Context: an optimization exercise on an open-source flow, tuned for small area, a short achievable clock period and few clock cycles. The choices shown serve that exercise and are no tape-out recipe.
RTL that was checked went through simulation tests only; none was proved equivalent to the original.
Power and IR drop assume default switching activity.

==> inputs of v22 <==
// cpu_core
module cpu_core(
    input  logic                clock,
    input  logic                reset_i,
    input  logic [31:0]         instr_i,
    input  logic [31:0]         dmem_rdata_i,
    output logic [31:0]         imem_addr_o,
    output logic [31:0]         dmem_addr_o,
    output logic [31:0]         dmem_wdata_o,
    output logic                dmem_wren_o
);
Settings: LEC_CHECK=0, CAP_MARGIN=20, CORE_MARGIN=2, CORE_UTILIZATION=40, PLACE_DENSITY=0.5, SETUP_SLACK_MARGIN=5, SLEW_MARGIN=20, SYNTH_HIERARCHICAL=1, TNS_END_PERCENT=10; clock period 9.0 ns.
run.sh (not shown) runs the stock make flow with config.mk's settings and CLKGATE_MAP_FILE= SYNTH_SCRIPT=/design/flow/synth_recipe.tcl, a recipe that flattens the netlist after the stock synthesis.
==> v36 (differences from v22) <==
--- a/flow/design.v
+++ b/flow/design.v
@@ -109,18 +109,16 @@
         if (f_isj)                 f_pred_pc = f_tgt_j;
         else if (f_isbr && f_back) f_pred_pc = f_tgt_b;
         else                       f_pred_pc = f_pc1;
     end
     assign f_alt = (f_isbr && !f_back) ? f_tgt_b : f_pc1;
-    logic [4:0]  f_src2;
     logic [31:1] f_sel_a;
     logic [31:1] f_sel_b;
-    assign f_src2 = (f_op == 5'b00000) ? instr_i[16:12] : instr_i[26:22];
     always_comb begin
         for (int i = 1; i < 32; i++) begin
             f_sel_a[i] = (instr_i[21:17] == 5'(i));
-            f_sel_b[i] = (f_src2 == 5'(i));
+            f_sel_b[i] = (f_op == 5'b00000) ? (instr_i[16:12] == 5'(i)) : (instr_i[26:22] == 5'(i));
         end
     end
     logic        fd_v;
     logic [31:0] fd_instr;
     logic [31:0] fd_alt;
@@ -150,10 +148,11 @@
     logic        de_blt_t;
     logic        de_blt_n;
     logic        de_jr;
     logic        de_add;
     logic        de_sub;
+    logic        de_issum;     
     logic        de_and;
     logic        de_or;
     logic        de_sll;
     logic        de_sra;
     logic        de_link;
@@ -161,16 +160,22 @@
     logic [4:0]  de_sh;
     logic [31:0] de_a;
     logic [31:0] de_b;
     logic [31:0] de_y;
     logic [31:0] de_alt;
-    logic        de_fa_alu;
     logic        de_fa_ld;
-    logic        de_fb_alu;
+    logic        de_fa_sum;
+    logic        de_fa_oth;
+    logic        de_fa_no;
     logic        de_fb_ld;
-    logic        de_fy_alu;
+    logic        de_fb_sum;
+    logic        de_fb_oth;
+    logic        de_fb_no;
     logic        de_fy_ld;
+    logic        de_fy_sum;
+    logic        de_fy_oth;
+    logic        de_fy_no;
     logic [4:0]  d_op;
     logic [4:0]  d_rd;
     logic [4:0]  d_rs;
     logic [4:0]  d_src2;
     logic [4:0]  d_dest;
@@ -222,11 +227,13 @@
     assign d_jr     = d_v && d_op == 5'b00100;
     logic [31:0] rf [31:1];
     logic [31:1] rv;
     logic [31:0] d_a_rf;
     logic [31:0] d_b_rf;
-    logic [31:0] xm_o;
+    logic [31:0] xm_sum;
+    logic [31:0] xm_oth;
+    logic        xm_issum;
     logic [31:0] xm_sd;
     logic [4:0]  xm_dest;
     logic        xm_regwr;
     logic        xm_load;
     logic        xm_store;
@@ -262,10 +269,11 @@
             de_blt_t <= d_blt &&  d_back;
             de_blt_n <= d_blt && !d_back;
             de_jr    <= d_jr;
         end
     end
+    assign de_issum = de_add || de_sub;
     always_ff @(posedge clock) begin
         de_add    <= d_add;
         de_sub    <= d_sub;
         de_and    <= d_and;
         de_or     <= d_or;
@@ -276,48 +284,44 @@
         de_sh     <= fd_instr[11:7];
         de_a      <= d_a;
         de_b      <= d_b;
         de_y      <= (d_useimm ? {{15{fd_instr[16]}}, fd_instr[16:0]} : d_b) ^ {32{d_sub}};
         de_alt    <= fd_alt;
-        de_fa_alu <= d_fa && !de_load;
-        de_fa_ld  <= d_fa &&  de_load;
-        de_fb_alu <= d_fb && !de_load;
-        de_fb_ld  <= d_fb &&  de_load;
-        de_fy_alu <= d_fb && !de_load && !d_useimm;
-        de_fy_ld  <= d_fb &&  de_load && !d_useimm;
+        de_fa_ld  <= d_fa && de_load;
+        de_fa_sum <= d_fa && !de_load && de_issum;
+        de_fa_oth <= d_fa && !de_load && !de_issum;
+        de_fa_no  <= !d_fa;
+        de_fb_ld  <= d_fb && de_load;
+        de_fb_sum <= d_fb && !de_load && de_issum;
+        de_fb_oth <= d_fb && !de_load && !de_issum;
+        de_fb_no  <= !d_fb;
+        de_fy_ld  <= d_fb && !d_useimm && de_load;
+        de_fy_sum <= d_fb && !d_useimm && !de_load && de_issum;
+        de_fy_oth <= d_fb && !d_useimm && !de_load && !de_issum;
+        de_fy_no  <= !(d_fb && !d_useimm);
     end
     logic [31:0] e_a;
     logic [31:0] e_y;
     logic [31:0] e_c;
     logic [31:0] e_b;
     logic [31:0] e_sum;
     logic [31:0] e_shx;
     logic [31:0] e_shr;
     logic [31:0] e_shl;
-    logic [31:0] e_res;
+    logic [31:0] e_oth;
     logic        e_ne;
     logic        e_lt;
-    always_comb begin
-        if (de_fa_ld)       e_a = dmem_rdata_i;
-        else if (de_fa_alu) e_a = xm_o;
-        else                e_a = de_a;
-    end
-    always_comb begin
-        if (de_fy_ld)       e_c = dmem_rdata_i;
-        else if (de_fy_alu) e_c = xm_o;
-        else                e_c = de_y;
-    end
-    always_comb begin
-        if (de_fy_ld)       e_y = dmem_rdata_i ^ {32{de_sub}};
-        else if (de_fy_alu) e_y = xm_o ^ {32{de_sub}};
-        else                e_y = de_y;
-    end
-    always_comb begin
-        if (de_fb_ld)       e_b = dmem_rdata_i;
-        else if (de_fb_alu) e_b = xm_o;
-        else                e_b = de_b;
-    end
+    assign e_a = ({32{de_fa_ld}}  & dmem_rdata_i) | ({32{de_fa_sum}} & xm_sum) |
+                 ({32{de_fa_oth}} & xm_oth)       | ({32{de_fa_no}}  & de_a);
+    assign e_c = ({32{de_fy_ld}}  & dmem_rdata_i) | ({32{de_fy_sum}} & xm_sum) |
+                 ({32{de_fy_oth}} & xm_oth)       | ({32{de_fy_no}}  & de_y);
+    assign e_y = ({32{de_fy_ld}}  & (dmem_rdata_i ^ {32{de_sub}})) |
+                 ({32{de_fy_sum}} & (xm_sum ^ {32{de_sub}})) |
+                 ({32{de_fy_oth}} & (xm_oth ^ {32{de_sub}})) |
+                 ({32{de_fy_no}}  & de_y);
+    assign e_b = ({32{de_fb_ld}}  & dmem_rdata_i) | ({32{de_fb_sum}} & xm_sum) |
+                 ({32{de_fb_oth}} & xm_oth)       | ({32{de_fb_no}}  & de_b);
     cpu_add i_add (
         .a_i   (e_a),
         .b_i   (e_y),
         .c_i   (de_sub),
         .sum_o (e_sum)
@@ -332,17 +336,16 @@
         for (int i = 0; i < 32; i++) begin
             e_shl[i] = e_shr[31-i];
         end
     end
     always_comb begin
-        e_res = '0;
-        if (de_add || de_sub) e_res = e_res | e_sum;
-        if (de_and)           e_res = e_res | (e_a & e_c);
-        if (de_or)            e_res = e_res | (e_a | e_c);
-        if (de_sll)           e_res = e_res | e_shl;
-        if (de_sra)           e_res = e_res | e_shr;
-        if (de_link)          e_res = e_res | de_alt;
+        e_oth = '0;
+        if (de_and)           e_oth = e_oth | (e_a & e_c);
+        if (de_or)            e_oth = e_oth | (e_a | e_c);
+        if (de_sll)           e_oth = e_oth | e_shl;
+        if (de_sra)           e_oth = e_oth | e_shr;
+        if (de_link)          e_oth = e_oth | de_alt;
     end
     cpu_lt i_lt (
         .a_i  (e_c),
         .b_i  (e_a),
         .lt_o (e_lt)
@@ -364,18 +367,20 @@
             xm_load  <= de_load && !kill_q;
             xm_store <= de_store && !kill_q;
         end
     end
     always_ff @(posedge clock) begin
-        xm_o    <= e_res;
-        xm_sd   <= e_b;
+        xm_sum   <= e_sum;
+        xm_oth   <= e_oth;
+        xm_issum <= de_issum;
+        xm_sd    <= e_b;
         xm_dest <= de_dest;
     end
-    assign dmem_addr_o  = xm_o;
+    assign dmem_addr_o  = xm_sum;
     assign dmem_wdata_o = xm_sd;
     assign dmem_wren_o  = xm_store;
-    assign m_wd = xm_load ? dmem_rdata_i : xm_o;
+    assign m_wd = xm_load ? dmem_rdata_i : (xm_issum ? xm_sum : xm_oth);
     always_ff @(posedge clock) begin
         if (reset_i) begin
             rv <= '0;
         end else if (xm_regwr) begin
             rv[xm_dest] <= 1'b1;
==> flow/flow/run.sh (new file) <==
#!/bin/bash
set -euo pipefail
cd "$(dirname "${BASH_SOURCE[0]}")/.."
bash standard.sh SETUP_SLACK_MARGIN=5.7 \
    "BUFFER_PORTS_ARGS=-buffer_cell sky130_fd_sc_hd__buf_4" \
    finish > standard.log 2>&1
==> flow/standard.sh (new file) <==
#!/bin/bash
# synth_recipe.tcl (not shown) runs the flow's synth.tcl, then flattens the netlist and writes it again
# the make line also repeats each setting of config.mk as NAME=value (left out here)
make -C /OpenROAD-flow-scripts/flow DESIGN_CONFIG=/design/flow/config.mk WORK_HOME=/design/flow/orfs CLKGATE_MAP_FILE= SYNTH_SCRIPT=/design/flow/synth_recipe.tcl "${@:-finish}"
CTS_BUF_LIST = sky130_fd_sc_hd__clkbuf_8   (was not set)
CTS_CLUSTER_SIZE = 20   (was not set)
PLACE_DENSITY = 0.75   (was 0.5)
SETUP_SLACK_MARGIN = not set   (was 5)
removed: flow/run.sh
==> comparison <==
- Against v22, the sequential cell count of v36 is higher by 39.
- v36 went through all stages and came out clean. v22 ran to the end with no violations.
- In v36 the via count is larger than in v22, by 4.2%.
- Of v36 and v22, v36 has the higher sequential power (gap about 3%, measured against v22).
- In v22 the hold slack is better than in v36, by 49 ps.
==> figures <==
Met1 global-route usage: v36 0.427; v22 0.522
Maximum single-stage delay on the critical path: v36 430 ps; v22 910 ps
Arrival time of the worst setup path: v36 4790 ps; v22 4990 ps
Number of antenna violations at the first check in global routing: v36 23; v22 39
Total Routed Length: v36 348000 um; v22 388000 um
Result of the run: v36 complete, no violations; v22 complete, no violations
Capturing instance or port of the critical path: v36 rv[31]$_SDFFE_PP0P_; v22 xm_o[6]$_DFF_P_
Yosys reg bits: v36 1453; v22 1414
Smallest setup slack after layout: v36 5120 ps; v22 4720 ps
Data required time of the worst path: v36 9910 ps; v22 9710 ps
Testbench counts of v36, summed over its fixed seeds: cycles 45,237.
For v22, only the layout was checked, not whether the RTL still works.

what the ideal ports hide:
Ports are ideal in the flow. The routed layouts listed here were re-timed in OpenROAD. Step 1: set_driving_cell puts a clkbuf_16 on clock and a buf_2 on each other input, an assumption about the parent block. Step 2 also shifts input and output timing later by t, the mid clock arrival at the registers, as if the neighbouring blocks saw the same clock. a / b / c = ideal ports / drivers / drivers and shift; a / b = the first two.
run | shift t [ns] | slack for setup (ns) | worst hold slack (ns) | worst slew at a driven data input, ns | pins driven straight from the clock port
v22 | 0.918 | 4.717 / 4.717 / 3.981 | 0.317 / 0.317 / 0.317 | 0.21 | 1
v36 | 1.093 | 5.123 / 5.123 / 4.223 | 0.268 / 0.268 / 0.268 | 0.11 | 1
After both steps every run listed still meets setup and hold. The setup slack of v36, which loses most, moves by 0.000 ns with the drivers and by -0.900 ns with both steps.
